Background: an optimization exercise with open tools, aiming at small area, a short achievable clock period and few clock cycles per item. Do not read the settings as production practice.
Only simulation tests tie the RTL to the original design; equivalence was not proved.
Power is estimated from default activity; no workload was simulated.

### flow/run.sh
#!/bin/bash
# synth_recipe.tcl (not shown) runs the flow's synth.tcl, then flattens the netlist and writes it again
# the make line also repeats each setting of config.mk as NAME=value (left out here)
make -C /OpenROAD-flow-scripts/flow DESIGN_CONFIG=/design/flow/config.mk WORK_HOME=/design/flow/orfs CLKGATE_MAP_FILE= SYNTH_SCRIPT=/design/flow/synth_recipe.tcl finish
### flow/config.mk
export PLATFORM = sky130hd
export DESIGN_NAME = matvec3
export DESIGN_NICKNAME = matvec3
export VERILOG_FILES = /design/flow/design.v
export SDC_FILE = /design/flow/constraint.sdc
export NUM_CORES = 4
export LEC_CHECK = 0
export CAP_MARGIN = 20
export CORE_MARGIN = 2
export CORE_UTILIZATION = 40
export SLEW_MARGIN = 20
### flow/constraint.sdc
create_clock -name core_clock -period 8.5 [get_ports {clk}]
set_input_delay 1.7000 -clock core_clock [delete_from_list [all_inputs] [get_ports {clk}]]
set_output_delay 1.7000 -clock core_clock [all_outputs]
set_load 0.01 [all_outputs]
### flow/design.v
package matvec_dims_pkg;
    localparam int MAT_DIM   = 3;
    localparam int MAT_WORDS = MAT_DIM * MAT_DIM;
    localparam int JOB_WORDS = MAT_WORDS + MAT_DIM;    
    localparam int SAMPLE_W = 14;
    localparam int ACC_W    = 2 * SAMPLE_W;            
    typedef logic signed [SAMPLE_W-1:0] sample_t;
    typedef logic signed [ACC_W-1:0] acc_t;
    typedef logic [3:0] w_addr_t;                      
    typedef logic [1:0] x_addr_t;                      
    typedef logic [3:0] load_count_t;
endpackage
package matvec_ctrl_pkg;
    typedef enum logic [1:0] {
        LOAD    = 2'd0,
        ISSUE   = 2'd1,
        DRAIN   = 2'd2,
        PRESENT = 2'd3
    } seq_state_t;
    localparam int READ_LATENCY = 1;
endpackage
`timescale 1ns/1ps
module mac_unit (
    input  logic [13:0] a,        
    input  logic [6:0]  one,      
    input  logic [6:0]  two,      
    input  logic [6:0]  neg,      
    input  logic        v,        
    input  logic [27:0] acc_s,    
    input  logic [27:0] acc_c,
    output logic [27:0] s,        
    output logic [27:0] c
);
    logic pp0_0;
    logic pp0_1;
    logic pp0_2;
    logic pp0_3;
    logic pp0_4;
    logic pp0_5;
    logic pp0_6;
    logic pp0_7;
    logic pp0_8;
    logic pp0_9;
    logic pp0_10;
    logic pp0_11;
    logic pp0_12;
    logic pp0_13;
    logic pp0_14;
    logic pp1_0;
    logic pp1_1;
    logic pp1_2;
    logic pp1_3;
    logic pp1_4;
    logic pp1_5;
    logic pp1_6;
    logic pp1_7;
    logic pp1_8;
    logic pp1_9;
    logic pp1_10;
    logic pp1_11;
    logic pp1_12;
    logic pp1_13;
    logic pp1_14;
    logic pp2_0;
    logic pp2_1;
    logic pp2_2;
    logic pp2_3;
    logic pp2_4;
    logic pp2_5;
    logic pp2_6;
    logic pp2_7;
    logic pp2_8;
    logic pp2_9;
    logic pp2_10;
    logic pp2_11;
    logic pp2_12;
    logic pp2_13;
    logic pp2_14;
    logic pp3_0;
    logic pp3_1;
    logic pp3_2;
    logic pp3_3;
    logic pp3_4;
    logic pp3_5;
    logic pp3_6;
    logic pp3_7;
    logic pp3_8;
    logic pp3_9;
    logic pp3_10;
    logic pp3_11;
    logic pp3_12;
    logic pp3_13;
    logic pp3_14;
    logic pp4_0;
    logic pp4_1;
    logic pp4_2;
    logic pp4_3;
    logic pp4_4;
    logic pp4_5;
    logic pp4_6;
    logic pp4_7;
    logic pp4_8;
    logic pp4_9;
    logic pp4_10;
    logic pp4_11;
    logic pp4_12;
    logic pp4_13;
    logic pp4_14;
    logic pp5_0;
    logic pp5_1;
    logic pp5_2;
    logic pp5_3;
    logic pp5_4;
    logic pp5_5;
    logic pp5_6;
    logic pp5_7;
    logic pp5_8;
    logic pp5_9;
    logic pp5_10;
    logic pp5_11;
    logic pp5_12;
    logic pp5_13;
    logic pp5_14;
    logic pp6_0;
    logic pp6_1;
    logic pp6_2;
    logic pp6_3;
    logic pp6_4;
    logic pp6_5;
    logic pp6_6;
    logic pp6_7;
    logic pp6_8;
    logic pp6_9;
    logic pp6_10;
    logic pp6_11;
    logic pp6_12;
    logic pp6_13;
    logic pp6_14;
    logic hs0;
    logic hc0;
    logic hs1;
    logic hc1;
    logic hs2;
    logic hc2;
    logic hs3;
    logic hc3;
    logic hs4;
    logic hc4;
    logic fs5;
    logic fc5;
    logic hs6;
    logic hc6;
    logic fs7;
    logic fc7;
    logic hs8;
    logic hc8;
    logic fs9;
    logic fc9;
    logic fs10;
    logic fc10;
    logic hs11;
    logic hc11;
    logic fs12;
    logic fc12;
    logic fs13;
    logic fc13;
    logic hs14;
    logic hc14;
    logic fs15;
    logic fc15;
    logic fs16;
    logic fc16;
    logic fs17;
    logic fc17;
    logic fs18;
    logic fc18;
    logic fs19;
    logic fc19;
    logic fs20;
    logic fc20;
    logic fs21;
    logic fc21;
    logic fs22;
    logic fc22;
    logic fs23;
    logic fc23;
    logic fs24;
    logic fc24;
    logic fs25;
    logic fc25;
    logic fs26;
    logic fc26;
    logic fs27;
    logic fc27;
    logic fs28;
    logic fc28;
    logic hs29;
    logic hc29;
    logic fs30;
    logic fc30;
    logic fs31;
    logic fc31;
    logic fs32;
    logic fc32;
    logic hs33;
    logic hc33;
    logic fs34;
    logic fc34;
    logic hs35;
    logic hc35;
    logic hs36;
    logic hc36;
    logic hs37;
    logic hc37;
    logic fs38;
    logic fc38;
    logic hs39;
    logic hc39;
    logic fs40;
    logic fc40;
    logic hs41;
    logic hc41;
    logic fs42;
    logic fc42;
    logic fs43;
    logic fc43;
    logic fs44;
    logic fc44;
    logic fs45;
    logic fc45;
    logic fs46;
    logic fc46;
    logic fs47;
    logic fc47;
    logic fs48;
    logic fc48;
    logic fs49;
    logic fc49;
    logic fs50;
    logic fc50;
    logic fs51;
    logic fc51;
    logic fs52;
    logic fc52;
    logic fs53;
    logic fc53;
    logic fs54;
    logic fc54;
    logic fs55;
    logic fc55;
    logic fs56;
    logic fc56;
    logic fs57;
    logic fc57;
    logic fs58;
    logic fc58;
    logic fs59;
    logic fc59;
    logic fs60;
    logic fc60;
    logic fs61;
    logic fc61;
    logic fs62;
    logic fc62;
    logic fs63;
    logic fc63;
    logic fs64;
    logic fc64;
    logic fs65;
    logic fc65;
    logic fs66;
    logic fc66;
    logic fs67;
    logic fc67;
    logic fs68;
    logic fc68;
    logic fs69;
    logic fc69;
    logic fs70;
    logic fc70;
    logic fs71;
    logic fc71;
    logic fs72;
    logic fc72;
    logic fs73;
    logic fc73;
    logic fs74;
    logic fc74;
    logic hs75;
    logic hc75;
    logic fs76;
    logic fc76;
    logic hs77;
    logic hc77;
    logic hs78;
    logic hc78;
    logic hs79;
    logic hc79;
    logic fs80;
    logic fc80;
    logic fs81;
    logic fc81;
    logic fs82;
    logic fc82;
    logic fs83;
    logic fc83;
    logic fs84;
    logic fc84;
    logic fs85;
    logic fc85;
    logic fs86;
    logic fc86;
    logic fs87;
    logic fc87;
    logic fs88;
    logic fc88;
    logic fs89;
    logic fc89;
    logic fs90;
    logic fc90;
    logic fs91;
    logic fc91;
    logic fs92;
    logic fc92;
    logic fs93;
    logic fc93;
    logic fs94;
    logic fc94;
    logic fs95;
    logic fc95;
    logic fs96;
    logic fc96;
    logic fs97;
    logic fc97;
    logic fs98;
    logic fc98;
    logic fs99;
    logic fc99;
    logic fs100;
    logic fc100;
    logic fs101;
    logic fc101;
    logic fs102;
    logic fc102;
    logic fs103;
    logic fc103;
    logic hs104;
    logic hc104;
    logic hs105;
    logic hc105;
    logic fs106;
    logic fc106;
    logic fs107;
    logic fc107;
    logic fs108;
    logic fc108;
    logic fs109;
    logic fc109;
    logic fs110;
    logic fc110;
    logic fs111;
    logic fc111;
    logic fs112;
    logic fc112;
    logic fs113;
    logic fc113;
    logic fs114;
    logic fc114;
    logic fs115;
    logic fc115;
    logic fs116;
    logic fc116;
    logic fs117;
    logic fc117;
    logic fs118;
    logic fc118;
    logic fs119;
    logic fc119;
    logic fs120;
    logic fc120;
    logic fs121;
    logic fc121;
    logic fs122;
    logic fc122;
    logic fs123;
    logic fc123;
    logic fs124;
    logic fc124;
    logic fs125;
    logic fc125;
    logic fs126;
    logic fc126;
    logic fs127;
    logic fc127;
    logic fs128;
    logic fc128;
    logic fs129;
    logic fc129;
    logic fs130;
    logic fc130;
    logic fs131;
    logic fc131;
    logic fs132;
    logic fc132;
    assign pp0_0 = neg[0] ^ ((one[0] & a[0]) | (two[0] & 1'b0));
    assign pp0_1 = neg[0] ^ ((one[0] & a[1]) | (two[0] & a[0]));
    assign pp0_2 = neg[0] ^ ((one[0] & a[2]) | (two[0] & a[1]));
    assign pp0_3 = neg[0] ^ ((one[0] & a[3]) | (two[0] & a[2]));
    assign pp0_4 = neg[0] ^ ((one[0] & a[4]) | (two[0] & a[3]));
    assign pp0_5 = neg[0] ^ ((one[0] & a[5]) | (two[0] & a[4]));
    assign pp0_6 = neg[0] ^ ((one[0] & a[6]) | (two[0] & a[5]));
    assign pp0_7 = neg[0] ^ ((one[0] & a[7]) | (two[0] & a[6]));
    assign pp0_8 = neg[0] ^ ((one[0] & a[8]) | (two[0] & a[7]));
    assign pp0_9 = neg[0] ^ ((one[0] & a[9]) | (two[0] & a[8]));
    assign pp0_10 = neg[0] ^ ((one[0] & a[10]) | (two[0] & a[9]));
    assign pp0_11 = neg[0] ^ ((one[0] & a[11]) | (two[0] & a[10]));
    assign pp0_12 = neg[0] ^ ((one[0] & a[12]) | (two[0] & a[11]));
    assign pp0_13 = neg[0] ^ ((one[0] & a[13]) | (two[0] & a[12]));
    assign pp0_14 = v & ~(neg[0] ^ ((one[0] & a[13]) | (two[0] & a[13])));    
    assign pp1_0 = neg[1] ^ ((one[1] & a[0]) | (two[1] & 1'b0));
    assign pp1_1 = neg[1] ^ ((one[1] & a[1]) | (two[1] & a[0]));
    assign pp1_2 = neg[1] ^ ((one[1] & a[2]) | (two[1] & a[1]));
    assign pp1_3 = neg[1] ^ ((one[1] & a[3]) | (two[1] & a[2]));
    assign pp1_4 = neg[1] ^ ((one[1] & a[4]) | (two[1] & a[3]));
    assign pp1_5 = neg[1] ^ ((one[1] & a[5]) | (two[1] & a[4]));
    assign pp1_6 = neg[1] ^ ((one[1] & a[6]) | (two[1] & a[5]));
    assign pp1_7 = neg[1] ^ ((one[1] & a[7]) | (two[1] & a[6]));
    assign pp1_8 = neg[1] ^ ((one[1] & a[8]) | (two[1] & a[7]));
    assign pp1_9 = neg[1] ^ ((one[1] & a[9]) | (two[1] & a[8]));
    assign pp1_10 = neg[1] ^ ((one[1] & a[10]) | (two[1] & a[9]));
    assign pp1_11 = neg[1] ^ ((one[1] & a[11]) | (two[1] & a[10]));
    assign pp1_12 = neg[1] ^ ((one[1] & a[12]) | (two[1] & a[11]));
    assign pp1_13 = neg[1] ^ ((one[1] & a[13]) | (two[1] & a[12]));
    assign pp1_14 = v & ~(neg[1] ^ ((one[1] & a[13]) | (two[1] & a[13])));    
    assign pp2_0 = neg[2] ^ ((one[2] & a[0]) | (two[2] & 1'b0));
    assign pp2_1 = neg[2] ^ ((one[2] & a[1]) | (two[2] & a[0]));
    assign pp2_2 = neg[2] ^ ((one[2] & a[2]) | (two[2] & a[1]));
    assign pp2_3 = neg[2] ^ ((one[2] & a[3]) | (two[2] & a[2]));
    assign pp2_4 = neg[2] ^ ((one[2] & a[4]) | (two[2] & a[3]));
    assign pp2_5 = neg[2] ^ ((one[2] & a[5]) | (two[2] & a[4]));
    assign pp2_6 = neg[2] ^ ((one[2] & a[6]) | (two[2] & a[5]));
    assign pp2_7 = neg[2] ^ ((one[2] & a[7]) | (two[2] & a[6]));
    assign pp2_8 = neg[2] ^ ((one[2] & a[8]) | (two[2] & a[7]));
    assign pp2_9 = neg[2] ^ ((one[2] & a[9]) | (two[2] & a[8]));
    assign pp2_10 = neg[2] ^ ((one[2] & a[10]) | (two[2] & a[9]));
    assign pp2_11 = neg[2] ^ ((one[2] & a[11]) | (two[2] & a[10]));
    assign pp2_12 = neg[2] ^ ((one[2] & a[12]) | (two[2] & a[11]));
    assign pp2_13 = neg[2] ^ ((one[2] & a[13]) | (two[2] & a[12]));
    assign pp2_14 = v & ~(neg[2] ^ ((one[2] & a[13]) | (two[2] & a[13])));    
    assign pp3_0 = neg[3] ^ ((one[3] & a[0]) | (two[3] & 1'b0));
    assign pp3_1 = neg[3] ^ ((one[3] & a[1]) | (two[3] & a[0]));
    assign pp3_2 = neg[3] ^ ((one[3] & a[2]) | (two[3] & a[1]));
    assign pp3_3 = neg[3] ^ ((one[3] & a[3]) | (two[3] & a[2]));
    assign pp3_4 = neg[3] ^ ((one[3] & a[4]) | (two[3] & a[3]));
    assign pp3_5 = neg[3] ^ ((one[3] & a[5]) | (two[3] & a[4]));
    assign pp3_6 = neg[3] ^ ((one[3] & a[6]) | (two[3] & a[5]));
    assign pp3_7 = neg[3] ^ ((one[3] & a[7]) | (two[3] & a[6]));
    assign pp3_8 = neg[3] ^ ((one[3] & a[8]) | (two[3] & a[7]));
    assign pp3_9 = neg[3] ^ ((one[3] & a[9]) | (two[3] & a[8]));
    assign pp3_10 = neg[3] ^ ((one[3] & a[10]) | (two[3] & a[9]));
    assign pp3_11 = neg[3] ^ ((one[3] & a[11]) | (two[3] & a[10]));
    assign pp3_12 = neg[3] ^ ((one[3] & a[12]) | (two[3] & a[11]));
    assign pp3_13 = neg[3] ^ ((one[3] & a[13]) | (two[3] & a[12]));
    assign pp3_14 = v & ~(neg[3] ^ ((one[3] & a[13]) | (two[3] & a[13])));    
    assign pp4_0 = neg[4] ^ ((one[4] & a[0]) | (two[4] & 1'b0));
    assign pp4_1 = neg[4] ^ ((one[4] & a[1]) | (two[4] & a[0]));
    assign pp4_2 = neg[4] ^ ((one[4] & a[2]) | (two[4] & a[1]));
    assign pp4_3 = neg[4] ^ ((one[4] & a[3]) | (two[4] & a[2]));
    assign pp4_4 = neg[4] ^ ((one[4] & a[4]) | (two[4] & a[3]));
    assign pp4_5 = neg[4] ^ ((one[4] & a[5]) | (two[4] & a[4]));
    assign pp4_6 = neg[4] ^ ((one[4] & a[6]) | (two[4] & a[5]));
    assign pp4_7 = neg[4] ^ ((one[4] & a[7]) | (two[4] & a[6]));
    assign pp4_8 = neg[4] ^ ((one[4] & a[8]) | (two[4] & a[7]));
    assign pp4_9 = neg[4] ^ ((one[4] & a[9]) | (two[4] & a[8]));
    assign pp4_10 = neg[4] ^ ((one[4] & a[10]) | (two[4] & a[9]));
    assign pp4_11 = neg[4] ^ ((one[4] & a[11]) | (two[4] & a[10]));
    assign pp4_12 = neg[4] ^ ((one[4] & a[12]) | (two[4] & a[11]));
    assign pp4_13 = neg[4] ^ ((one[4] & a[13]) | (two[4] & a[12]));
    assign pp4_14 = v & ~(neg[4] ^ ((one[4] & a[13]) | (two[4] & a[13])));    
    assign pp5_0 = neg[5] ^ ((one[5] & a[0]) | (two[5] & 1'b0));
    assign pp5_1 = neg[5] ^ ((one[5] & a[1]) | (two[5] & a[0]));
    assign pp5_2 = neg[5] ^ ((one[5] & a[2]) | (two[5] & a[1]));
    assign pp5_3 = neg[5] ^ ((one[5] & a[3]) | (two[5] & a[2]));
    assign pp5_4 = neg[5] ^ ((one[5] & a[4]) | (two[5] & a[3]));
    assign pp5_5 = neg[5] ^ ((one[5] & a[5]) | (two[5] & a[4]));
    assign pp5_6 = neg[5] ^ ((one[5] & a[6]) | (two[5] & a[5]));
    assign pp5_7 = neg[5] ^ ((one[5] & a[7]) | (two[5] & a[6]));
    assign pp5_8 = neg[5] ^ ((one[5] & a[8]) | (two[5] & a[7]));
    assign pp5_9 = neg[5] ^ ((one[5] & a[9]) | (two[5] & a[8]));
    assign pp5_10 = neg[5] ^ ((one[5] & a[10]) | (two[5] & a[9]));
    assign pp5_11 = neg[5] ^ ((one[5] & a[11]) | (two[5] & a[10]));
    assign pp5_12 = neg[5] ^ ((one[5] & a[12]) | (two[5] & a[11]));
    assign pp5_13 = neg[5] ^ ((one[5] & a[13]) | (two[5] & a[12]));
    assign pp5_14 = v & ~(neg[5] ^ ((one[5] & a[13]) | (two[5] & a[13])));    
    assign pp6_0 = neg[6] ^ ((one[6] & a[0]) | (two[6] & 1'b0));
    assign pp6_1 = neg[6] ^ ((one[6] & a[1]) | (two[6] & a[0]));
    assign pp6_2 = neg[6] ^ ((one[6] & a[2]) | (two[6] & a[1]));
    assign pp6_3 = neg[6] ^ ((one[6] & a[3]) | (two[6] & a[2]));
    assign pp6_4 = neg[6] ^ ((one[6] & a[4]) | (two[6] & a[3]));
    assign pp6_5 = neg[6] ^ ((one[6] & a[5]) | (two[6] & a[4]));
    assign pp6_6 = neg[6] ^ ((one[6] & a[6]) | (two[6] & a[5]));
    assign pp6_7 = neg[6] ^ ((one[6] & a[7]) | (two[6] & a[6]));
    assign pp6_8 = neg[6] ^ ((one[6] & a[8]) | (two[6] & a[7]));
    assign pp6_9 = neg[6] ^ ((one[6] & a[9]) | (two[6] & a[8]));
    assign pp6_10 = neg[6] ^ ((one[6] & a[10]) | (two[6] & a[9]));
    assign pp6_11 = neg[6] ^ ((one[6] & a[11]) | (two[6] & a[10]));
    assign pp6_12 = neg[6] ^ ((one[6] & a[12]) | (two[6] & a[11]));
    assign pp6_13 = neg[6] ^ ((one[6] & a[13]) | (two[6] & a[12]));
    assign pp6_14 = v & ~(neg[6] ^ ((one[6] & a[13]) | (two[6] & a[13])));    
    assign hs0 = neg[6] ^ acc_c[12];
    assign hc0 = neg[6] & acc_c[12];
    assign hs1 = acc_c[13] ^ acc_s[13];
    assign hc1 = acc_c[13] & acc_s[13];
    assign hs2 = acc_c[14] ^ acc_s[14];
    assign hc2 = acc_c[14] & acc_s[14];
    assign hs3 = neg[3] ^ acc_c[6];
    assign hc3 = neg[3] & acc_c[6];
    assign hs4 = acc_c[7] ^ acc_s[7];
    assign hc4 = acc_c[7] & acc_s[7];
    assign fs5 = neg[4] ^ acc_c[8] ^ acc_s[8];
    assign fc5 = (neg[4] & acc_c[8]) | (neg[4] & acc_s[8]) | (acc_c[8] & acc_s[8]);
    assign hs6 = pp0_8 ^ pp1_6;
    assign hc6 = pp0_8 & pp1_6;
    assign fs7 = acc_c[9] ^ acc_s[9] ^ pp0_9;
    assign fc7 = (acc_c[9] & acc_s[9]) | (acc_c[9] & pp0_9) | (acc_s[9] & pp0_9);
    assign hs8 = pp1_7 ^ pp2_5;
    assign hc8 = pp1_7 & pp2_5;
    assign fs9 = neg[5] ^ acc_c[10] ^ acc_s[10];
    assign fc9 = (neg[5] & acc_c[10]) | (neg[5] & acc_s[10]) | (acc_c[10] & acc_s[10]);
    assign fs10 = pp0_10 ^ pp1_8 ^ pp2_6;
    assign fc10 = (pp0_10 & pp1_8) | (pp0_10 & pp2_6) | (pp1_8 & pp2_6);
    assign hs11 = pp3_4 ^ pp4_2;
    assign hc11 = pp3_4 & pp4_2;
    assign fs12 = acc_c[11] ^ acc_s[11] ^ pp0_11;
    assign fc12 = (acc_c[11] & acc_s[11]) | (acc_c[11] & pp0_11) | (acc_s[11] & pp0_11);
    assign fs13 = pp1_9 ^ pp2_7 ^ pp3_5;
    assign fc13 = (pp1_9 & pp2_7) | (pp1_9 & pp3_5) | (pp2_7 & pp3_5);
    assign hs14 = pp4_3 ^ pp5_1;
    assign hc14 = pp4_3 & pp5_1;
    assign fs15 = acc_s[12] ^ hs0 ^ pp0_12;
    assign fc15 = (acc_s[12] & hs0) | (acc_s[12] & pp0_12) | (hs0 & pp0_12);
    assign fs16 = pp1_10 ^ pp2_8 ^ pp3_6;
    assign fc16 = (pp1_10 & pp2_8) | (pp1_10 & pp3_6) | (pp2_8 & pp3_6);
    assign fs17 = pp4_4 ^ pp5_2 ^ pp6_0;
    assign fc17 = (pp4_4 & pp5_2) | (pp4_4 & pp6_0) | (pp5_2 & pp6_0);
    assign fs18 = hc0 ^ hs1 ^ pp0_13;
    assign fc18 = (hc0 & hs1) | (hc0 & pp0_13) | (hs1 & pp0_13);
    assign fs19 = pp1_11 ^ pp2_9 ^ pp3_7;
    assign fc19 = (pp1_11 & pp2_9) | (pp1_11 & pp3_7) | (pp2_9 & pp3_7);
    assign fs20 = pp4_5 ^ pp5_3 ^ pp6_1;
    assign fc20 = (pp4_5 & pp5_3) | (pp4_5 & pp6_1) | (pp5_3 & pp6_1);
    assign fs21 = hc1 ^ hs2 ^ pp0_14;
    assign fc21 = (hc1 & hs2) | (hc1 & pp0_14) | (hs2 & pp0_14);
    assign fs22 = pp1_12 ^ pp2_10 ^ pp3_8;
    assign fc22 = (pp1_12 & pp2_10) | (pp1_12 & pp3_8) | (pp2_10 & pp3_8);
    assign fs23 = pp4_6 ^ pp5_4 ^ pp6_2;
    assign fc23 = (pp4_6 & pp5_4) | (pp4_6 & pp6_2) | (pp5_4 & pp6_2);
    assign fs24 = acc_c[15] ^ acc_s[15] ^ hc2;
    assign fc24 = (acc_c[15] & acc_s[15]) | (acc_c[15] & hc2) | (acc_s[15] & hc2);
    assign fs25 = pp1_13 ^ pp2_11 ^ pp3_9;
    assign fc25 = (pp1_13 & pp2_11) | (pp1_13 & pp3_9) | (pp2_11 & pp3_9);
    assign fs26 = pp4_7 ^ pp5_5 ^ pp6_3;
    assign fc26 = (pp4_7 & pp5_5) | (pp4_7 & pp6_3) | (pp5_5 & pp6_3);
    assign fs27 = acc_c[16] ^ acc_s[16] ^ pp1_14;
    assign fc27 = (acc_c[16] & acc_s[16]) | (acc_c[16] & pp1_14) | (acc_s[16] & pp1_14);
    assign fs28 = pp2_12 ^ pp3_10 ^ pp4_8;
    assign fc28 = (pp2_12 & pp3_10) | (pp2_12 & pp4_8) | (pp3_10 & pp4_8);
    assign hs29 = pp5_6 ^ pp6_4;
    assign hc29 = pp5_6 & pp6_4;
    assign fs30 = acc_c[17] ^ acc_s[17] ^ pp2_13;
    assign fc30 = (acc_c[17] & acc_s[17]) | (acc_c[17] & pp2_13) | (acc_s[17] & pp2_13);
    assign fs31 = pp3_11 ^ pp4_9 ^ pp5_7;
    assign fc31 = (pp3_11 & pp4_9) | (pp3_11 & pp5_7) | (pp4_9 & pp5_7);
    assign fs32 = acc_c[18] ^ acc_s[18] ^ pp2_14;
    assign fc32 = (acc_c[18] & acc_s[18]) | (acc_c[18] & pp2_14) | (acc_s[18] & pp2_14);
    assign hs33 = pp3_12 ^ pp4_10;
    assign hc33 = pp3_12 & pp4_10;
    assign fs34 = acc_c[19] ^ acc_s[19] ^ pp3_13;
    assign fc34 = (acc_c[19] & acc_s[19]) | (acc_c[19] & pp3_13) | (acc_s[19] & pp3_13);
    assign hs35 = acc_c[20] ^ acc_s[20];
    assign hc35 = acc_c[20] & acc_s[20];
    assign hs36 = neg[1] ^ acc_c[2];
    assign hc36 = neg[1] & acc_c[2];
    assign hs37 = acc_c[3] ^ acc_s[3];
    assign hc37 = acc_c[3] & acc_s[3];
    assign fs38 = neg[2] ^ acc_c[4] ^ acc_s[4];
    assign fc38 = (neg[2] & acc_c[4]) | (neg[2] & acc_s[4]) | (acc_c[4] & acc_s[4]);
    assign hs39 = pp0_4 ^ pp1_2;
    assign hc39 = pp0_4 & pp1_2;
    assign fs40 = acc_c[5] ^ acc_s[5] ^ pp0_5;
    assign fc40 = (acc_c[5] & acc_s[5]) | (acc_c[5] & pp0_5) | (acc_s[5] & pp0_5);
    assign hs41 = pp1_3 ^ pp2_1;
    assign hc41 = pp1_3 & pp2_1;
    assign fs42 = acc_s[6] ^ hs3 ^ pp0_6;
    assign fc42 = (acc_s[6] & hs3) | (acc_s[6] & pp0_6) | (hs3 & pp0_6);
    assign fs43 = pp1_4 ^ pp2_2 ^ pp3_0;
    assign fc43 = (pp1_4 & pp2_2) | (pp1_4 & pp3_0) | (pp2_2 & pp3_0);
    assign fs44 = hc3 ^ hs4 ^ pp0_7;
    assign fc44 = (hc3 & hs4) | (hc3 & pp0_7) | (hs4 & pp0_7);
    assign fs45 = pp1_5 ^ pp2_3 ^ pp3_1;
    assign fc45 = (pp1_5 & pp2_3) | (pp1_5 & pp3_1) | (pp2_3 & pp3_1);
    assign fs46 = hc4 ^ pp2_4 ^ pp3_2;
    assign fc46 = (hc4 & pp2_4) | (hc4 & pp3_2) | (pp2_4 & pp3_2);
    assign fs47 = pp4_0 ^ fs5 ^ hs6;
    assign fc47 = (pp4_0 & fs5) | (pp4_0 & hs6) | (fs5 & hs6);
    assign fs48 = pp3_3 ^ pp4_1 ^ fc5;
    assign fc48 = (pp3_3 & pp4_1) | (pp3_3 & fc5) | (pp4_1 & fc5);
    assign fs49 = hc6 ^ hs8 ^ fs7;
    assign fc49 = (hc6 & hs8) | (hc6 & fs7) | (hs8 & fs7);
    assign fs50 = pp5_0 ^ fs9 ^ hc8;
    assign fc50 = (pp5_0 & fs9) | (pp5_0 & hc8) | (fs9 & hc8);
    assign fs51 = hs11 ^ fc7 ^ fs10;
    assign fc51 = (hs11 & fc7) | (hs11 & fs10) | (fc7 & fs10);
    assign fs52 = fc9 ^ hc11 ^ hs14;
    assign fc52 = (fc9 & hc11) | (fc9 & hs14) | (hc11 & hs14);
    assign fs53 = fc10 ^ fs12 ^ fs13;
    assign fc53 = (fc10 & fs12) | (fc10 & fs13) | (fs12 & fs13);
    assign fs54 = hc14 ^ fc12 ^ fc13;
    assign fc54 = (hc14 & fc12) | (hc14 & fc13) | (fc12 & fc13);
    assign fs55 = fs15 ^ fs16 ^ fs17;
    assign fc55 = (fs15 & fs16) | (fs15 & fs17) | (fs16 & fs17);
    assign fs56 = fc15 ^ fc16 ^ fc17;
    assign fc56 = (fc15 & fc16) | (fc15 & fc17) | (fc16 & fc17);
    assign fs57 = fs18 ^ fs19 ^ fs20;
    assign fc57 = (fs18 & fs19) | (fs18 & fs20) | (fs19 & fs20);
    assign fs58 = fc18 ^ fc19 ^ fc20;
    assign fc58 = (fc18 & fc19) | (fc18 & fc20) | (fc19 & fc20);
    assign fs59 = fs21 ^ fs22 ^ fs23;
    assign fc59 = (fs21 & fs22) | (fs21 & fs23) | (fs22 & fs23);
    assign fs60 = fc21 ^ fc22 ^ fc23;
    assign fc60 = (fc21 & fc22) | (fc21 & fc23) | (fc22 & fc23);
    assign fs61 = fs24 ^ fs25 ^ fs26;
    assign fc61 = (fs24 & fs25) | (fs24 & fs26) | (fs25 & fs26);
    assign fs62 = hs29 ^ fc24 ^ fc25;
    assign fc62 = (hs29 & fc24) | (hs29 & fc25) | (fc24 & fc25);
    assign fs63 = fc26 ^ fs27 ^ fs28;
    assign fc63 = (fc26 & fs27) | (fc26 & fs28) | (fs27 & fs28);
    assign fs64 = pp6_5 ^ hc29 ^ fc27;
    assign fc64 = (pp6_5 & hc29) | (pp6_5 & fc27) | (hc29 & fc27);
    assign fs65 = fc28 ^ fs30 ^ fs31;
    assign fc65 = (fc28 & fs30) | (fc28 & fs31) | (fs30 & fs31);
    assign fs66 = pp5_8 ^ pp6_6 ^ hs33;
    assign fc66 = (pp5_8 & pp6_6) | (pp5_8 & hs33) | (pp6_6 & hs33);
    assign fs67 = fc30 ^ fc31 ^ fs32;
    assign fc67 = (fc30 & fc31) | (fc30 & fs32) | (fc31 & fs32);
    assign fs68 = pp4_11 ^ pp5_9 ^ pp6_7;
    assign fc68 = (pp4_11 & pp5_9) | (pp4_11 & pp6_7) | (pp5_9 & pp6_7);
    assign fs69 = hc33 ^ fc32 ^ fs34;
    assign fc69 = (hc33 & fc32) | (hc33 & fs34) | (fc32 & fs34);
    assign fs70 = hs35 ^ pp3_14 ^ pp4_12;
    assign fc70 = (hs35 & pp3_14) | (hs35 & pp4_12) | (pp3_14 & pp4_12);
    assign fs71 = pp5_10 ^ pp6_8 ^ fc34;
    assign fc71 = (pp5_10 & pp6_8) | (pp5_10 & fc34) | (pp6_8 & fc34);
    assign fs72 = acc_c[21] ^ acc_s[21] ^ hc35;
    assign fc72 = (acc_c[21] & acc_s[21]) | (acc_c[21] & hc35) | (acc_s[21] & hc35);
    assign fs73 = pp4_13 ^ pp5_11 ^ pp6_9;
    assign fc73 = (pp4_13 & pp5_11) | (pp4_13 & pp6_9) | (pp5_11 & pp6_9);
    assign fs74 = acc_c[22] ^ acc_s[22] ^ pp4_14;
    assign fc74 = (acc_c[22] & acc_s[22]) | (acc_c[22] & pp4_14) | (acc_s[22] & pp4_14);
    assign hs75 = pp5_12 ^ pp6_10;
    assign hc75 = pp5_12 & pp6_10;
    assign fs76 = acc_c[23] ^ acc_s[23] ^ pp5_13;
    assign fc76 = (acc_c[23] & acc_s[23]) | (acc_c[23] & pp5_13) | (acc_s[23] & pp5_13);
    assign hs77 = acc_c[24] ^ acc_s[24];
    assign hc77 = acc_c[24] & acc_s[24];
    assign hs78 = neg[0] ^ acc_c[0];
    assign hc78 = neg[0] & acc_c[0];
    assign hs79 = acc_c[1] ^ acc_s[1];
    assign hc79 = acc_c[1] & acc_s[1];
    assign fs80 = acc_s[2] ^ hs36 ^ pp0_2;
    assign fc80 = (acc_s[2] & hs36) | (acc_s[2] & pp0_2) | (hs36 & pp0_2);
    assign fs81 = hc36 ^ hs37 ^ pp0_3;
    assign fc81 = (hc36 & hs37) | (hc36 & pp0_3) | (hs37 & pp0_3);
    assign fs82 = hc37 ^ pp2_0 ^ fs38;
    assign fc82 = (hc37 & pp2_0) | (hc37 & fs38) | (pp2_0 & fs38);
    assign fs83 = fc38 ^ hc39 ^ hs41;
    assign fc83 = (fc38 & hc39) | (fc38 & hs41) | (hc39 & hs41);
    assign fs84 = hc41 ^ fc40 ^ fs42;
    assign fc84 = (hc41 & fc40) | (hc41 & fs42) | (fc40 & fs42);
    assign fs85 = fc42 ^ fc43 ^ fs44;
    assign fc85 = (fc42 & fc43) | (fc42 & fs44) | (fc43 & fs44);
    assign fs86 = fc44 ^ fc45 ^ fs46;
    assign fc86 = (fc44 & fc45) | (fc44 & fs46) | (fc45 & fs46);
    assign fs87 = fc46 ^ fs48 ^ fc47;
    assign fc87 = (fc46 & fs48) | (fc46 & fc47) | (fs48 & fc47);
    assign fs88 = fc48 ^ fs50 ^ fc49;
    assign fc88 = (fc48 & fs50) | (fc48 & fc49) | (fs50 & fc49);
    assign fs89 = fc50 ^ fs52 ^ fc51;
    assign fc89 = (fc50 & fs52) | (fc50 & fc51) | (fs52 & fc51);
    assign fs90 = fc52 ^ fc53 ^ fs54;
    assign fc90 = (fc52 & fc53) | (fc52 & fs54) | (fc53 & fs54);
    assign fs91 = fc54 ^ fc55 ^ fs56;
    assign fc91 = (fc54 & fc55) | (fc54 & fs56) | (fc55 & fs56);
    assign fs92 = fc56 ^ fc57 ^ fs58;
    assign fc92 = (fc56 & fc57) | (fc56 & fs58) | (fc57 & fs58);
    assign fs93 = fc58 ^ fc59 ^ fs60;
    assign fc93 = (fc58 & fc59) | (fc58 & fs60) | (fc59 & fs60);
    assign fs94 = fc60 ^ fc61 ^ fs62;
    assign fc94 = (fc60 & fc61) | (fc60 & fs62) | (fc61 & fs62);
    assign fs95 = fc62 ^ fc63 ^ fs64;
    assign fc95 = (fc62 & fc63) | (fc62 & fs64) | (fc63 & fs64);
    assign fs96 = fs66 ^ fc64 ^ fc65;
    assign fc96 = (fs66 & fc64) | (fs66 & fc65) | (fc64 & fc65);
    assign fs97 = fs68 ^ fc66 ^ fc67;
    assign fc97 = (fs68 & fc66) | (fs68 & fc67) | (fc66 & fc67);
    assign fs98 = fc68 ^ fs70 ^ fc69;
    assign fc98 = (fc68 & fs70) | (fc68 & fc69) | (fs70 & fc69);
    assign fs99 = fc70 ^ fs72 ^ fs73;
    assign fc99 = (fc70 & fs72) | (fc70 & fs73) | (fs72 & fs73);
    assign fs100 = hs75 ^ fc72 ^ fc73;
    assign fc100 = (hs75 & fc72) | (hs75 & fc73) | (fc72 & fc73);
    assign fs101 = pp6_11 ^ hc75 ^ fc74;
    assign fc101 = (pp6_11 & hc75) | (pp6_11 & fc74) | (hc75 & fc74);
    assign fs102 = hs77 ^ pp5_14 ^ pp6_12;
    assign fc102 = (hs77 & pp5_14) | (hs77 & pp6_12) | (pp5_14 & pp6_12);
    assign fs103 = acc_c[25] ^ acc_s[25] ^ hc77;
    assign fc103 = (acc_c[25] & acc_s[25]) | (acc_c[25] & hc77) | (acc_s[25] & hc77);
    assign hs104 = acc_c[26] ^ acc_s[26];
    assign hc104 = acc_c[26] & acc_s[26];
    assign hs105 = acc_s[0] ^ hs78;
    assign hc105 = acc_s[0] & hs78;
    assign fs106 = hc78 ^ hs79 ^ pp0_1;
    assign fc106 = (hc78 & hs79) | (hc78 & pp0_1) | (hs79 & pp0_1);
    assign fs107 = hc79 ^ pp1_0 ^ fs80;
    assign fc107 = (hc79 & pp1_0) | (hc79 & fs80) | (pp1_0 & fs80);
    assign fs108 = pp1_1 ^ fc80 ^ fs81;
    assign fc108 = (pp1_1 & fc80) | (pp1_1 & fs81) | (fc80 & fs81);
    assign fs109 = hs39 ^ fc81 ^ fs82;
    assign fc109 = (hs39 & fc81) | (hs39 & fs82) | (fc81 & fs82);
    assign fs110 = fs40 ^ fc82 ^ fs83;
    assign fc110 = (fs40 & fc82) | (fs40 & fs83) | (fc82 & fs83);
    assign fs111 = fs43 ^ fc83 ^ fs84;
    assign fc111 = (fs43 & fc83) | (fs43 & fs84) | (fc83 & fs84);
    assign fs112 = fs45 ^ fc84 ^ fs85;
    assign fc112 = (fs45 & fc84) | (fs45 & fs85) | (fc84 & fs85);
    assign fs113 = fs47 ^ fc85 ^ fs86;
    assign fc113 = (fs47 & fc85) | (fs47 & fs86) | (fc85 & fs86);
    assign fs114 = fc86 ^ fs49 ^ fs87;
    assign fc114 = (fc86 & fs49) | (fc86 & fs87) | (fs49 & fs87);
    assign fs115 = fs51 ^ fc87 ^ fs88;
    assign fc115 = (fs51 & fc87) | (fs51 & fs88) | (fc87 & fs88);
    assign fs116 = fs53 ^ fc88 ^ fs89;
    assign fc116 = (fs53 & fc88) | (fs53 & fs89) | (fc88 & fs89);
    assign fs117 = fs55 ^ fc89 ^ fs90;
    assign fc117 = (fs55 & fc89) | (fs55 & fs90) | (fc89 & fs90);
    assign fs118 = fs57 ^ fc90 ^ fs91;
    assign fc118 = (fs57 & fc90) | (fs57 & fs91) | (fc90 & fs91);
    assign fs119 = fs59 ^ fc91 ^ fs92;
    assign fc119 = (fs59 & fc91) | (fs59 & fs92) | (fc91 & fs92);
    assign fs120 = fs61 ^ fc92 ^ fs93;
    assign fc120 = (fs61 & fc92) | (fs61 & fs93) | (fc92 & fs93);
    assign fs121 = fs63 ^ fc93 ^ fs94;
    assign fc121 = (fs63 & fc93) | (fs63 & fs94) | (fc93 & fs94);
    assign fs122 = fs65 ^ fc94 ^ fs95;
    assign fc122 = (fs65 & fc94) | (fs65 & fs95) | (fc94 & fs95);
    assign fs123 = fs67 ^ fc95 ^ fs96;
    assign fc123 = (fs67 & fc95) | (fs67 & fs96) | (fc95 & fs96);
    assign fs124 = fs69 ^ fc96 ^ fs97;
    assign fc124 = (fs69 & fc96) | (fs69 & fs97) | (fc96 & fs97);
    assign fs125 = fs71 ^ fc97 ^ fs98;
    assign fc125 = (fs71 & fc97) | (fs71 & fs98) | (fc97 & fs98);
    assign fs126 = fc71 ^ fs99 ^ fc98;
    assign fc126 = (fc71 & fs99) | (fc71 & fc98) | (fs99 & fc98);
    assign fs127 = fs74 ^ fc99 ^ fs100;
    assign fc127 = (fs74 & fc99) | (fs74 & fs100) | (fc99 & fs100);
    assign fs128 = fs76 ^ fc100 ^ fs101;
    assign fc128 = (fs76 & fc100) | (fs76 & fs101) | (fc100 & fs101);
    assign fs129 = fc76 ^ fs102 ^ fc101;
    assign fc129 = (fc76 & fs102) | (fc76 & fc101) | (fs102 & fc101);
    assign fs130 = pp6_13 ^ fc102 ^ fs103;
    assign fc130 = (pp6_13 & fc102) | (pp6_13 & fs103) | (fc102 & fs103);
    assign fs131 = hs104 ^ pp6_14 ^ fc103;
    assign fc131 = (hs104 & pp6_14) | (hs104 & fc103) | (pp6_14 & fc103);
    assign fs132 = acc_c[27] ^ acc_s[27] ^ hc104;
    assign fc132 = (acc_c[27] & acc_s[27]) | (acc_c[27] & hc104) | (acc_s[27] & hc104);
    assign s[0] = pp0_0;
    assign c[0] = hs105;
    assign s[1] = hc105;
    assign c[1] = fs106;
    assign s[2] = fc106;
    assign c[2] = fs107;
    assign s[3] = fc107;
    assign c[3] = fs108;
    assign s[4] = fc108;
    assign c[4] = fs109;
    assign s[5] = fc109;
    assign c[5] = fs110;
    assign s[6] = fc110;
    assign c[6] = fs111;
    assign s[7] = fc111;
    assign c[7] = fs112;
    assign s[8] = fc112;
    assign c[8] = fs113;
    assign s[9] = fc113;
    assign c[9] = fs114;
    assign s[10] = fc114;
    assign c[10] = fs115;
    assign s[11] = fc115;
    assign c[11] = fs116;
    assign s[12] = fc116;
    assign c[12] = fs117;
    assign s[13] = fc117;
    assign c[13] = fs118;
    assign s[14] = fc118;
    assign c[14] = fs119;
    assign s[15] = fc119;
    assign c[15] = fs120;
    assign s[16] = fc120;
    assign c[16] = fs121;
    assign s[17] = fc121;
    assign c[17] = fs122;
    assign s[18] = fc122;
    assign c[18] = fs123;
    assign s[19] = fc123;
    assign c[19] = fs124;
    assign s[20] = fc124;
    assign c[20] = fs125;
    assign s[21] = fc125;
    assign c[21] = fs126;
    assign s[22] = fs127;
    assign c[22] = fc126;
    assign s[23] = fc127;
    assign c[23] = fs128;
    assign s[24] = fc128;
    assign c[24] = fs129;
    assign s[25] = fs130;
    assign c[25] = fc129;
    assign s[26] = fc130;
    assign c[26] = fs131;
    assign s[27] = fs132;
    assign c[27] = fc131;
endmodule
`timescale 1ns/1ps
module matvec3 (
    input  logic                     clk,
    input  logic                     reset,
    input  logic                     input_valid,
    output logic                     input_ready,
    input  matvec_dims_pkg::sample_t input_data,
    output logic                     output_valid,
    input  logic                     output_ready,
    output matvec_dims_pkg::acc_t    output_data
);
    typedef matvec_dims_pkg::sample_t sample_t;
    typedef matvec_dims_pkg::acc_t    acc_t;
    logic        in_fire;
    logic        wr_v;           
    logic [3:0]  wr_i;           
    sample_t     wr_d;
    logic [3:0]  lp;             
    logic        ahead;          
    logic [1:0]  cr, ck;         
    logic [2:0]  xv;             
    logic        ready_q;
    sample_t     w_slot [0:8];
    sample_t     x_slot [0:2];
    sample_t     a_q;            
    logic [6:0]  one_q, two_q, neg_q;    
    logic        m_v, m_first, m_last;
    acc_t        acc_s, acc_c;   
    acc_t        sum_s, sum_c;
    logic        acc_done;       
    acc_t        out_q;
    logic        out_v;
    logic        issue;
    logic        transfer;
    assign input_ready  = ready_q;
    assign output_valid = out_v;
    assign output_data  = out_q;
    assign in_fire  = input_valid && ready_q;
    assign transfer = acc_done && !out_v;
    assign issue    = xv[ck] && ((ck != 2'd0) || !out_v);
    logic [3:0] lp_n;
    logic       ahead_n;
    logic [1:0] cr_n, ck_n;
    logic [3:0] cp_n;
    logic       lp_wrap, cp_wrap;
    always_comb begin
        lp_wrap = in_fire && (lp == 4'd11);
        cp_wrap = issue && (cr == 2'd2) && (ck == 2'd2);
        lp_n    = in_fire ? (lp_wrap ? 4'd0 : lp + 4'd1) : lp;
        ahead_n = lp_wrap ? 1'b1 : (cp_wrap ? 1'b0 : ahead);
        cr_n    = cr;
        ck_n    = ck;
        if (issue) begin
            if (ck == 2'd2) begin
                ck_n = 2'd0;
                cr_n = (cr == 2'd2) ? 2'd0 : cr + 2'd1;
            end else begin
                ck_n = ck + 2'd1;
            end
        end
        cp_n = {cr_n, 2'b00} - {2'b00, cr_n} + {2'b00, ck_n};    
    end
    always_ff @(posedge clk) begin
        if (reset) begin
            wr_v     <= 1'b0;
            lp       <= '0;
            ahead    <= 1'b0;
            cr       <= '0;
            ck       <= '0;
            xv       <= '0;
            ready_q  <= 1'b1;
            m_v      <= 1'b0;
            acc_done <= 1'b0;
            out_v    <= 1'b0;
        end else begin
            wr_v  <= in_fire;
            lp    <= lp_n;
            ahead <= ahead_n;
            cr    <= cr_n;
            ck    <= ck_n;
            for (int k = 0; k < 3; k++) begin
                if (wr_v && wr_i == 4'(9 + k))
                    xv[k] <= 1'b1;
                else if (issue && cr == 2'd2 && ck == 2'(k))
                    xv[k] <= 1'b0;
            end
            if (!ahead_n)
                ready_q <= 1'b1;
            else if (lp_n < 4'd9)
                ready_q <= (cp_n > lp_n);
            else
                ready_q <= (cp_n > lp_n - 4'd3);
            m_v <= issue;
            if (m_v && m_last)
                acc_done <= 1'b1;
            else if (transfer)
                acc_done <= 1'b0;
            if (transfer)
                out_v <= 1'b1;
            else if (output_ready)
                out_v <= 1'b0;
        end
    end
    always_ff @(posedge clk) begin
        wr_i <= lp;
        wr_d <= input_data;
        for (int j = 0; j < 9; j++)
            if (wr_v && wr_i == 4'(j)) w_slot[j] <= wr_d;
        for (int k = 0; k < 3; k++)
            if (wr_v && wr_i == 4'(9 + k)) x_slot[k] <= wr_d;
        a_q <= w_slot[{cr, 2'b00} - {2'b00, cr} + {2'b00, ck}];
        for (int i = 0; i < 7; i++) begin
            one_q[i] <= issue && (x_op[2*i] ^ x_lo[i]);
            two_q[i] <= issue && ((x_op[2*i+1] && !x_op[2*i] && !x_lo[i]) ||
                                  (!x_op[2*i+1] && x_op[2*i] && x_lo[i]));
            neg_q[i] <= issue && x_op[2*i+1];
        end
        m_first <= issue && (ck == 2'd0);
        m_last  <= issue && (ck == 2'd2);
        acc_s <= sum_s;
        acc_c <= sum_c;
        if (transfer)
            out_q <= acc_s + acc_c;
    end
    sample_t    x_op;
    logic [6:0] x_lo;            
    assign x_op = x_slot[ck];
    assign x_lo = {x_op[11], x_op[9], x_op[7], x_op[5], x_op[3], x_op[1], 1'b0};
    mac_unit mac_unit_i (
        .a     (a_q),
        .one   (one_q),
        .two   (two_q),
        .neg   (neg_q),
        .v     (m_v),
        .acc_s (m_first ? acc_t'(28'h0004000) : acc_s),
        .acc_c (m_first ? acc_t'(0) : acc_c),
        .s     (sum_s),
        .c     (sum_c)
    );
endmodule
==> impl_metrics.py, run 1 <==
metrics = {
    "place": {
        "dp_hpwl_mm": 25.24,
        "gp_congestion": 0.8260,
        "place.port_buffers": 47,
        "place_inst": 2009,
    },
    "timing": {
        "rsz0062_at_grt": "no",
        "relSlewSlack_pct": 31.26,
        "fin_hold_ws_ns": 0.3859,
        "fmax_mhz": 245.5,
        "drv_slew": 0,
        "setup_viol": 0,
        "period_share_pct": 47.92,
        "setup_tns_ns": 0,
        "tightest_slew_ns": 1.030,
        "min_period_ns": 4.073,
        "hold_viol_final": 0,
        "skew_ns": 0.02669,
    },
    "cts": {
        "cts_root_buf": "clkbuf_16",
        "post_cts_buffers": 0,
        "clock_latency_ns": 0.56,
        "clk_pin_slew_worst_paths_ns": 0.07,
        "clockBufferDepth": 3,
        "cts_tree": "done",
        "clock-sinks": 324,
        "cts-resized-gates": 0,
        "htree_levels": 2,
        "cts_made_buffers": 37,
        "cts_hold_buf": 0,
    },
    "global_routing": {
        "grt_most_used_layer": "met2",
        "grt_overflow": 0,
        "grt_max_degree": 56,
        "grt_pass1_vias": 10870,
        "antenna_found_initial": 0,
        "track_usage_pct": 16.06,
        "grt_pass1_wl_mm": 57.52,
        "grtUsageMet3_pct": 3.030,
        "grtUsageMet1_pct": 21.54,
        "met2_usage_pct": 26.56,
    },
    "floorplanning": {
        "fp.dieW_um": 212.9,
        "die_height_um": 212.9,
        "ioPinCount": 48,
        "coreArea_um2": 43080,
        "start_util_pct": 40.52,
        "die_area_um2": 45330,
        "rows": 76,
    },
    "pwr": {
        "power_leakage_nw": 7.190,
        "p_total_w": 0.005355,
        "power.density_nw_per_um2": 273.4,
        "ir_drop_uv": 123.5,
    },
    "synth": {
        "synth_area_leader_cell": "edfxtp_1",
        "seq_area_frac_synth_pct": 48.40,
        "synth-seq-cells": 324,
        "synthMostInstantiatedCell": "edfxtp_1",
        "postSynthAreaPerCell_um2": 12.11,
        "synth_commonest_cells": "196 x edfxtp_1, 128 x dfxtp_1, 121 x a22oi_1",
        "ys_types": 74,
        "synthArstFlopShare_pct": 0,
        "synthFlopType": "edfxtp_1",
        "synth_edf_count": 196,
        "synth_top_area_share_pct": 33.72,
        "synth_cells": 1441,
        "synth_area_um2": 17460,
        "yosys-top-cells-area": "edfxtp_1 34%, dfxtp_1 15%, fa_1 13%",
        "synth_nets": 1641,
        "yosysWarnings": 3,
    },
    "critical_path": {
        "timing.rr.end": "ready_q$_SDFF_PP1_",
        "reg2reg_slack_ns": 4.53,
        "start_kind": "input port",
        "startpoint": "input_valid",
        "r2r-start": "ck[0]$_SDFF_PP0_",
        "endpoint": "ready_q$_SDFF_PP1_",
        "cp_data_arrival_time_ns": 4.50,
        "cp_max_fo": 5,
        "cp.required_ns": 8.92,
        "worst_setup_path_end_kind": "register",
        "r2r_cells": 16,
        "crit_type": "in2reg",
    },
    "finish": {
        "syn_to_final_growth_pct": 12.19,
        "drive_above_1_share_pct": 7.176,
        "regArea_um2": 8448,
        "n_antenna_cell": 0,
        "finish.utilization_pct": 45.46,
        "fin_cells": 2076,
        "final_nets": 1663,
        "multi_input_comb_area_um2": 8215,
        "fill_cells": 3914,
    },
    "run": {
        "drv_cap": 0,
    },
    "detailed_routing": {
        "drt-total-wl_mm": 34.83,
        "drtIter0Drc": 628,
        "first_pass_iters": 5,
        "antenna_left": 0,
        "drcViolationCount": 0,
        "via_count": 10490,
        "via_per_inst": 5.051,
        "wl_per_cell_um": 16.78,
    },
    "outcome": {
        "status": "no timing/DRC/antenna violations",
    },
    "min_path": {
        "hp-class": "reg2reg",
    },
}
worst max-delay path, stage by stage:
cell and delay (ns):
clkdlybuf4s50_1 0.48, nand3_1 0.13, nor3b_1 0.31, nor3_1 0.08
a21oi_1 0.34, ha_1 0.31, inv_1 0.07, ha_1 0.23
nor2b_1 0.13, o21ai_0 0.19, nand2b_1 0.10, a21oi_1 0.15
a41oi_1 0.07, nand2_1 0.09, o311ai_0 0.12
cells in the final DEF (no fill, tap or decap), drive strengths merged, types with 5 or more instances in the layout:
cell,n
o21ai,53
buf,10
clkdlybuf4s50,47
ha,69
and2,9
o211ai,6
or2,5
nor3,13
nand2b,16
xor2,54
dfxtp,128
a31oi,7
nor2,83
clkbuf,53
a21o,13
edfxtp,196
inv,124
a211oi,6
nand3,8
a22oi,121
clkinv,10
a22o,14
fa,113
nand3b,7
xnor2,86
nor2b,51
nand2,67
a41oi,15
a21oi,47
a221oi,15
report_power, final:
part	internal [W]	leakage, nW	total (W)	switching, W
Clock	0.000891	0.574	0.00153	0.000642
Sequential	0.00187	2.82	0.00208	0.000204
Combinational	0.000755	3.79	0.00174	0.000990
cells by family after synthesis:
group           after synthesis  share of synthesized area (%)
compound gates              314                          13.42
xor+xnor                    140                          7.025
fa+ha+maj                   182                          17.91
buf+inv                     196                          4.745
flops                       324                          48.40
mux                           2                         0.1147
simple gates                283                          8.394
per-layer routing:
metal,vias up,routed length (um)
met5,-,0
li1,5110,-
met1,5122,16180
met3,48,1531
met4,0,643
met2,205,16470
cell type report:
class                      count  share of cell area (%)
sequential                   324                   43.14
multi-input combinational    921                   41.95
clock buffer                  53                   5.290
tap                          585                   3.738
timing repair buffer          57                   2.786
inverter                     122                   2.339
clock inverter                14                  0.7539
how the worst min path moves through the flow:
| stage | startpoint | cells after the start | endpoint | slack [ns] |
|---|---|---|---|---|
| floorplan | lp[1]$_SDFF_PP0_ | 0 | wr_i[1]$_DFF_P_ | 0.37 |
| global placement | lp[1]$_SDFF_PP0_ | 0 | wr_i[1]$_DFF_P_ | 0.39 |
| detailed placement | lp[1]$_SDFF_PP0_ | 0 | wr_i[1]$_DFF_P_ | 0.39 |
| CTS | lp[1]$_SDFF_PP0_ | 0 | wr_i[1]$_DFF_P_ | 0.39 |
| global route | lp[1]$_SDFF_PP0_ | 0 | wr_i[1]$_DFF_P_ | 0.40 |
| finish | lp[1]$_SDFF_PP0_ | 0 | wr_i[1]$_DFF_P_ | 0.39 |
flip-flops by register name (all words and copies together) (netlist names), 2 cells and up:
| register | cells |
|---|---|
| one_q | 7 |
| lp | 4 |
| ck | 2 |
| w_slot | 126 |
| acc_s | 28 |
| two_q | 7 |
| out_q | 28 |
| cr | 2 |
| wr_i | 4 |
| wr_d | 14 |
| x_slot | 42 |
| neg_q | 7 |
| a_q | 14 |
| acc_c | 28 |
| xv | 3 |
metrics by stage:
stage | setup WS (ns) | area (um^2)
5_1_grt | 4.207 | 19580
3_3_place_gp | 4.110 | 18380
3_5_place_dp | 3.897 | 18400
2_1_floorplan | 4.797 | 17460
6_report | 4.427 | 19580
4_1_cts | 4.502 | 19580
Testbench counts, summed over its fixed seeds: cycles 4,696, jobs 384.
==> run 2, diff against run 1 <==
--- a/flow/design.v
+++ b/flow/design.v
@@ -845,16 +845,15 @@
     typedef matvec_dims_pkg::acc_t    acc_t;
     logic        in_fire;
     logic        wr_v;           
-    logic [3:0]  wr_i;           
     sample_t     wr_d;
+    logic [3:0]  ph;
+    sample_t     ring [0:11];
     logic [3:0]  lp;             
     logic        ahead;          
     logic [1:0]  cr, ck;         
+    logic [3:0]  cp;             
     logic [2:0]  xv;             
     logic        ready_q;
-    sample_t     w_slot [0:8];
-    sample_t     x_slot [0:2];
-    sample_t     a_q;            
     logic [6:0]  one_q, two_q, neg_q;    
     logic        m_v, m_first, m_last;
     acc_t        acc_s, acc_c;   
@@ -869,20 +868,32 @@
     assign output_data  = out_q;
     assign in_fire  = input_valid && ready_q;
     assign transfer = acc_done && !out_v;
-    assign issue    = xv[ck] && ((ck != 2'd0) || !out_v);
-    logic [3:0] lp_n;
-    logic       ahead_n;
+    logic [3:0] ph_issue;
+    assign ph_issue = (cp >= 4'd2) ? cp - 4'd2 : cp + 4'd10;
+    assign issue = (ph == ph_issue) && xv[ck] && ((ck != 2'd0) || !out_v);
+    logic [3:0] ph_n;
     logic [1:0] cr_n, ck_n;
     logic [3:0] cp_n;
-    logic       lp_wrap, cp_wrap;
+    logic       cp_wrap;
+    logic [3:0] lp_inc;
+    logic       ahead_f, ahead_nf;
+    logic       rdy_f, rdy_nf;
+    function automatic logic slot_free(input logic ahd, input logic [3:0] w, input logic [3:0] c);
+        if (!ahd)
+            slot_free = 1'b1;
+        else if (w < 4'd9)
+            slot_free = (c > w);
+        else
+            slot_free = (c > w - 4'd3);
+    endfunction
     always_comb begin
-        lp_wrap = in_fire && (lp == 4'd11);
-        cp_wrap = issue && (cr == 2'd2) && (ck == 2'd2);
-        lp_n    = in_fire ? (lp_wrap ? 4'd0 : lp + 4'd1) : lp;
-        ahead_n = lp_wrap ? 1'b1 : (cp_wrap ? 1'b0 : ahead);
+        ph_n    = (ph == 4'd11) ? 4'd0 : ph + 4'd1;
+        cp_wrap = issue && (cp == 4'd8);
         cr_n    = cr;
         ck_n    = ck;
+        cp_n    = cp;
         if (issue) begin
+            cp_n = cp_wrap ? 4'd0 : cp + 4'd1;
             if (ck == 2'd2) begin
                 ck_n = 2'd0;
                 cr_n = (cr == 2'd2) ? 2'd0 : cr + 2'd1;
@@ -890,38 +901,41 @@
                 ck_n = ck + 2'd1;
             end
         end
-        cp_n = {cr_n, 2'b00} - {2'b00, cr_n} + {2'b00, ck_n};    
+        lp_inc   = (lp == 4'd11) ? 4'd0 : lp + 4'd1;
+        ahead_f  = (lp == 4'd11) ? 1'b1 : (cp_wrap ? 1'b0 : ahead);
+        ahead_nf = cp_wrap ? 1'b0 : ahead;
+        rdy_f    = slot_free(ahead_f, lp_inc, cp_n);                          
+        rdy_nf   = (ph_n == ((lp == 4'd0) ? 4'd11 : lp - 4'd1)) && slot_free(ahead_nf, lp, cp_n);
     end
     always_ff @(posedge clk) begin
         if (reset) begin
             wr_v     <= 1'b0;
+            ph       <= 4'd11;
             lp       <= '0;
             ahead    <= 1'b0;
             cr       <= '0;
             ck       <= '0;
+            cp       <= '0;
             xv       <= '0;
             ready_q  <= 1'b1;
             m_v      <= 1'b0;
             acc_done <= 1'b0;
             out_v    <= 1'b0;
         end else begin
-            wr_v  <= in_fire;
-            lp    <= lp_n;
-            ahead <= ahead_n;
-            cr    <= cr_n;
-            ck    <= ck_n;
+            wr_v    <= in_fire;
+            ph      <= ph_n;
+            lp      <= in_fire ? lp_inc : lp;
+            ahead   <= in_fire ? ahead_f : ahead_nf;
+            ready_q <= in_fire ? rdy_f : rdy_nf;
+            cr      <= cr_n;
+            ck      <= ck_n;
+            cp      <= cp_n;
             for (int k = 0; k < 3; k++) begin
-                if (wr_v && wr_i == 4'(9 + k))
+                if (wr_v && ph == 4'(9 + k))
                     xv[k] <= 1'b1;
                 else if (issue && cr == 2'd2 && ck == 2'(k))
                     xv[k] <= 1'b0;
             end
-            if (!ahead_n)
-                ready_q <= 1'b1;
-            else if (lp_n < 4'd9)
-                ready_q <= (cp_n > lp_n);
-            else
-                ready_q <= (cp_n > lp_n - 4'd3);
             m_v <= issue;
             if (m_v && m_last)
                 acc_done <= 1'b1;
@@ -933,14 +947,21 @@
                 out_v <= 1'b0;
         end
     end
+    sample_t    x_op;
+    logic [6:0] x_lo;            
+    always_comb begin
+        case (cr)
+            2'd0:    x_op = ring[0];
+            2'd1:    x_op = ring[3];
+            default: x_op = ring[6];
+        endcase
+    end
+    assign x_lo = {x_op[11], x_op[9], x_op[7], x_op[5], x_op[3], x_op[1], 1'b0};
     always_ff @(posedge clk) begin
-        wr_i <= lp;
-        wr_d <= input_data;
-        for (int j = 0; j < 9; j++)
-            if (wr_v && wr_i == 4'(j)) w_slot[j] <= wr_d;
-        for (int k = 0; k < 3; k++)
-            if (wr_v && wr_i == 4'(9 + k)) x_slot[k] <= wr_d;
-        a_q <= w_slot[{cr, 2'b00} - {2'b00, cr} + {2'b00, ck}];
+        wr_d    <= input_data;
+        ring[0] <= wr_v ? wr_d : ring[11];
+        for (int i = 1; i < 12; i++)
+            ring[i] <= ring[i-1];
         for (int i = 0; i < 7; i++) begin
             one_q[i] <= issue && (x_op[2*i] ^ x_lo[i]);
             two_q[i] <= issue && ((x_op[2*i+1] && !x_op[2*i] && !x_lo[i]) ||
@@ -954,12 +975,8 @@
         if (transfer)
             out_q <= acc_s + acc_c;
     end
-    sample_t    x_op;
-    logic [6:0] x_lo;            
-    assign x_op = x_slot[ck];
-    assign x_lo = {x_op[11], x_op[9], x_op[7], x_op[5], x_op[3], x_op[1], 1'b0};
     mac_unit mac_unit_i (
-        .a     (a_q),
+        .a     (ring[10]),
         .one   (one_q),
         .two   (two_q),
         .neg   (neg_q),
--- a/flow/config.mk
+++ b/flow/config.mk
@@ -8,4 +8,5 @@
 export CAP_MARGIN = 20
 export CORE_MARGIN = 2
 export CORE_UTILIZATION = 40
+export SETUP_SLACK_MARGIN = 5
 export SLEW_MARGIN = 20
==> run 2 against run 1 <==
Against the previous run:
- clock skew decreased by 0.014 ns
- global-route usage shrank 0.28 points
- final area is 13% lower
- routed wire length is 16% lower
- clock power shrank 5%
- sequential power fell by 13%
- combinational power is 69% lower
==> impl_metrics.py, run 2 <==
metrics = {
    "finish": {
        "largest_reg_flops": 168,
        "n_antenna_cell": 0,
        "top_register": "ring",
        "fill_cells": 3384,
        "layout_commonest_cell": "dfxtp_1",
        "syn_to_final_growth_pct": 13.97,
        "drive_above_1_share_pct": 7.546,
        "final_nets": 1594,
        "fin_cells": 1886,
        "mostFrequentLayoutCells": "279 x dfxtp_1, 118 x inv_1, 111 x fa_1",
    },
    "detailed_routing": {
        "drcViolationCount": 0,
        "first_pass_iters": 6,
        "drtIter0Drc": 555,
        "via_count": 9386,
        "drt-total-wl_mm": 29.33,
        "wl_per_cell_um": 15.55,
        "via_per_inst": 4.977,
        "antenna_left": 0,
    },
    "cts": {
        "clockBufferDepth": 3,
        "clk_pin_slew_worst_paths_ns": 0.06,
        "clock_latency_ns": 0.52,
        "htree_levels": 2,
        "clock-sinks": 314,
        "cts_root_buf": "clkbuf_16",
        "cts_hold_buf": 0,
        "cts_tree": "done",
        "cts_made_buffers": 34,
    },
    "synth": {
        "synth_fa_ha_area_share_pct": 20.81,
        "synthArstFlopShare_pct": 0,
        "synth_area_um2": 15010,
        "synth.area.mux_share_pct": 2.401,
        "synth_area_leader_cell": "dfxtp_1",
        "synth_top_family_by_area": "adder cells",
        "synth_nets": 1572,
        "synth_top_area_share_pct": 38.16,
        "yosys-top-cells-area": "dfxtp_1 38%, fa_1 15%, ha_1 6.0%",
        "synth_cells": 1371,
        "postSynthAreaPerCell_um2": 10.95,
        "synth_compound_area_share_pct": 11.36,
        "synth_commonest_cells": "286 x dfxtp_1, 118 x inv_1, 111 x fa_1",
        "synth_edf_count": 28,
        "ys_types": 60,
        "seq_area_frac_synth_pct": 43.76,
        "synth-seq-cells": 314,
        "synth_simple_gate_area_share_pct": 8.597,
        "yosysWarnings": 3,
        "synthXorXnorAreaFrac_pct": 8.347,
        "synthFlopType": "dfxtp_1",
        "synthMostInstantiatedCell": "dfxtp_1",
    },
    "timing": {
        "hold_viol_final": 0,
        "period_share_pct": 39.51,
        "setup_ws_ns": 5.142,
        "drv_slew": 0,
        "setup_tns_ns": 0,
        "min_period_ns": 3.358,
        "skew_ns": 0.01255,
        "fin_hold_ws_ns": 0.3189,
        "rsz0062_at_grt": "yes",
        "tightest_slew_ns": 1.011,
        "fmax_mhz": 297.8,
        "relSlewSlack_pct": 32.48,
        "setup_viol": 0,
    },
    "pwr": {
        "power.density_nw_per_um2": 222.0,
        "power_leakage_nw": 7.110,
        "ir_drop_uv": 119.8,
        "p_total_w": 0.003796,
    },
    "critical_path": {
        "startpoint": "cp[0]$_SDFF_PP0_",
        "cp_max_fo": 6,
        "endpoint": "ready_q$_SDFF_PP1_",
        "worst_setup_path_end_kind": "register",
        "timing.rr.end": "ready_q$_SDFF_PP1_",
        "r2r-start": "cp[0]$_SDFF_PP0_",
        "start_kind": "register",
        "cp.required_ns": 8.89,
        "r2r_cells": 14,
        "reg2reg_slack_ns": 5.14,
        "cp_data_arrival_time_ns": 3.75,
        "crit_type": "reg2reg",
    },
    "floorplanning": {
        "fp.dieW_um": 197.7,
        "die_area_um2": 39080,
        "ioPinCount": 48,
        "start_util_pct": 40.79,
        "coreArea_um2": 36790,
        "rows": 70,
        "die_height_um": 197.7,
    },
    "place": {
        "place.port_buffers": 47,
        "dp_slack_ns": 4.870,
        "gp_congestion": 0.8417,
        "place_inst": 1822,
        "dp_hpwl_mm": 21.25,
    },
    "global_routing": {
        "antenna_found_initial": 0,
        "grt_max_degree": 56,
        "grt_pass1_vias": 9555,
        "track_usage_pct": 15.78,
        "grt_pass1_wl_mm": 49.54,
        "grt_overflow": 0,
    },
    "outcome": {
        "status": "no timing/DRC/antenna violations",
    },
    "min_path": {
        "hp-class": "reg2reg",
    },
    "run": {
        "drv_cap": 0,
    },
}
-- run 2: cell count changes after synthesis, moves of 19 or more --
cell	before	now
a22oi_1	121	93
dfxtp_1	128	286
edfxtp_1	196	28
o21ai_1	19	0
-- run 2: cells by family (layout without fill, tap and decap cells) --
family	after synthesis	count (layout)
DFF	314	314
and+or+nand+nor	259	259
AOI/OAI and AO/OA	251	251
buffers and inverters	187	234
adders and majority gates	183	183
xor gates and xnor gates	143	143
muxes	34	34
-- run 2: report_power, final --
group	internal [W]	switching [W]	total, W
Clock	0.000870	0.000587	0.00146
Sequential	0.00168	0.000119	0.00180
Combinational	0.000244	0.000295	0.000539
-- run 2: worst min path at each step --
stage | endpoint | start | cells past startpoint
6_report | ring[2][12]$_DFF_P_ | ring[1][12]$_DFF_P_ | 0
5_1_grt | ring[10][12]$_DFF_P_ | ring[9][12]$_DFF_P_ | 0
4_1_cts | ring[10][12]$_DFF_P_ | ring[9][12]$_DFF_P_ | 0
3_5_place_dp | ring[10][4]$_DFF_P_ | ring[9][4]$_DFF_P_ | 0
3_3_place_gp | ring[8][1]$_DFF_P_ | ring[7][1]$_DFF_P_ | 0
2_1_floorplan | ring[10][0]$_DFF_P_ | ring[9][0]$_DFF_P_ | 0
-- run 2: what timing repair did --
| action | in CTS | in global routing |
|---|---|---|
| pin swaps | 1 | 3 |
| gates resized for setup | 8 | 18 |
| setup buffers | 0 | 3 |
| setup endpoints to repair | 1 | 7 |
-- run 2: layout make-up --
type / count / area [um^2] / area share [%]
clock buffers: 45 / 964.7 / 5.641
clock inverters: 16 / 162.7 / 0.9511
inverters: 118 / 442.9 / 2.590
multi-input cells: 870 / 7833 / 45.80
flip-flops and latches: 314 / 6583 / 38.49
well taps: 468 / 585.6 / 3.424
repair buffers: 55 / 530.5 / 3.102
-- run 2: critical path: stages, from the launching register on --
cell	delay, ns
dfxtp_4	0.37
inv_1	0.10
ha_4	0.20
nor4_4	0.30
xnor2_1	0.19
nand3_2	0.15
or2_4	0.29
nor2_2	0.10
mux2_4	0.35
ha_1	0.23
o32a_1	0.16
a211o_1	0.30
a31o_2	0.20
a21oi_1	0.18
o311ai_2	0.12
-- run 2: routing by layer --
layer,routed length [um],global-route usage [%],vias up
met5,0,0,-
met4,437,5.152,0
met2,13080,24.74,218
li1,-,-,4620
met3,1450,3.022,35
met1,14360,21.97,4513
-- run 2: through the flow --
step	instance area (um^2)	util, %
after floorplan	15010	-
after global placement	15840	43.06
after detailed placement	15840	43.06
after CTS	16990	46.20
after global routing	17100	46.49
final	17100	46.49
Testbench counts of run 2, summed over its fixed seeds: cycles 4,696, jobs 384.

-- separate check: timing with driven ports --
No port has a modelled driver above. Below, the same layouts with a new extraction and two added sets of constraints.
Step 1: set_driving_cell puts a clkbuf_16 on clk and a buf_2 on each other input, an assumption about the parent block.
Step 2 times the ports against the registers' clock, not the clock port: input delays grow and output delays shrink by t, the midpoint of the rising clock arrivals with the driver on.
a / b / c = no drivers / after step 1 / after step 2; a / b = the first two.
| run | shift t [ns] | slack for setup (ns) | worst slew at a driven data input, ns |
|---|---|---|---|
| run 1 | 0.597 | 4.427 / 4.457 / 3.860 | 0.05 |
| run 2 | 0.564 | 5.142 / 5.124 / 5.035 | 0.05 |
After both steps every run listed still meets setup and hold. The setup slack of run 1, which loses most, moves by +0.030 ns with the drivers and by -0.567 ns with both steps.
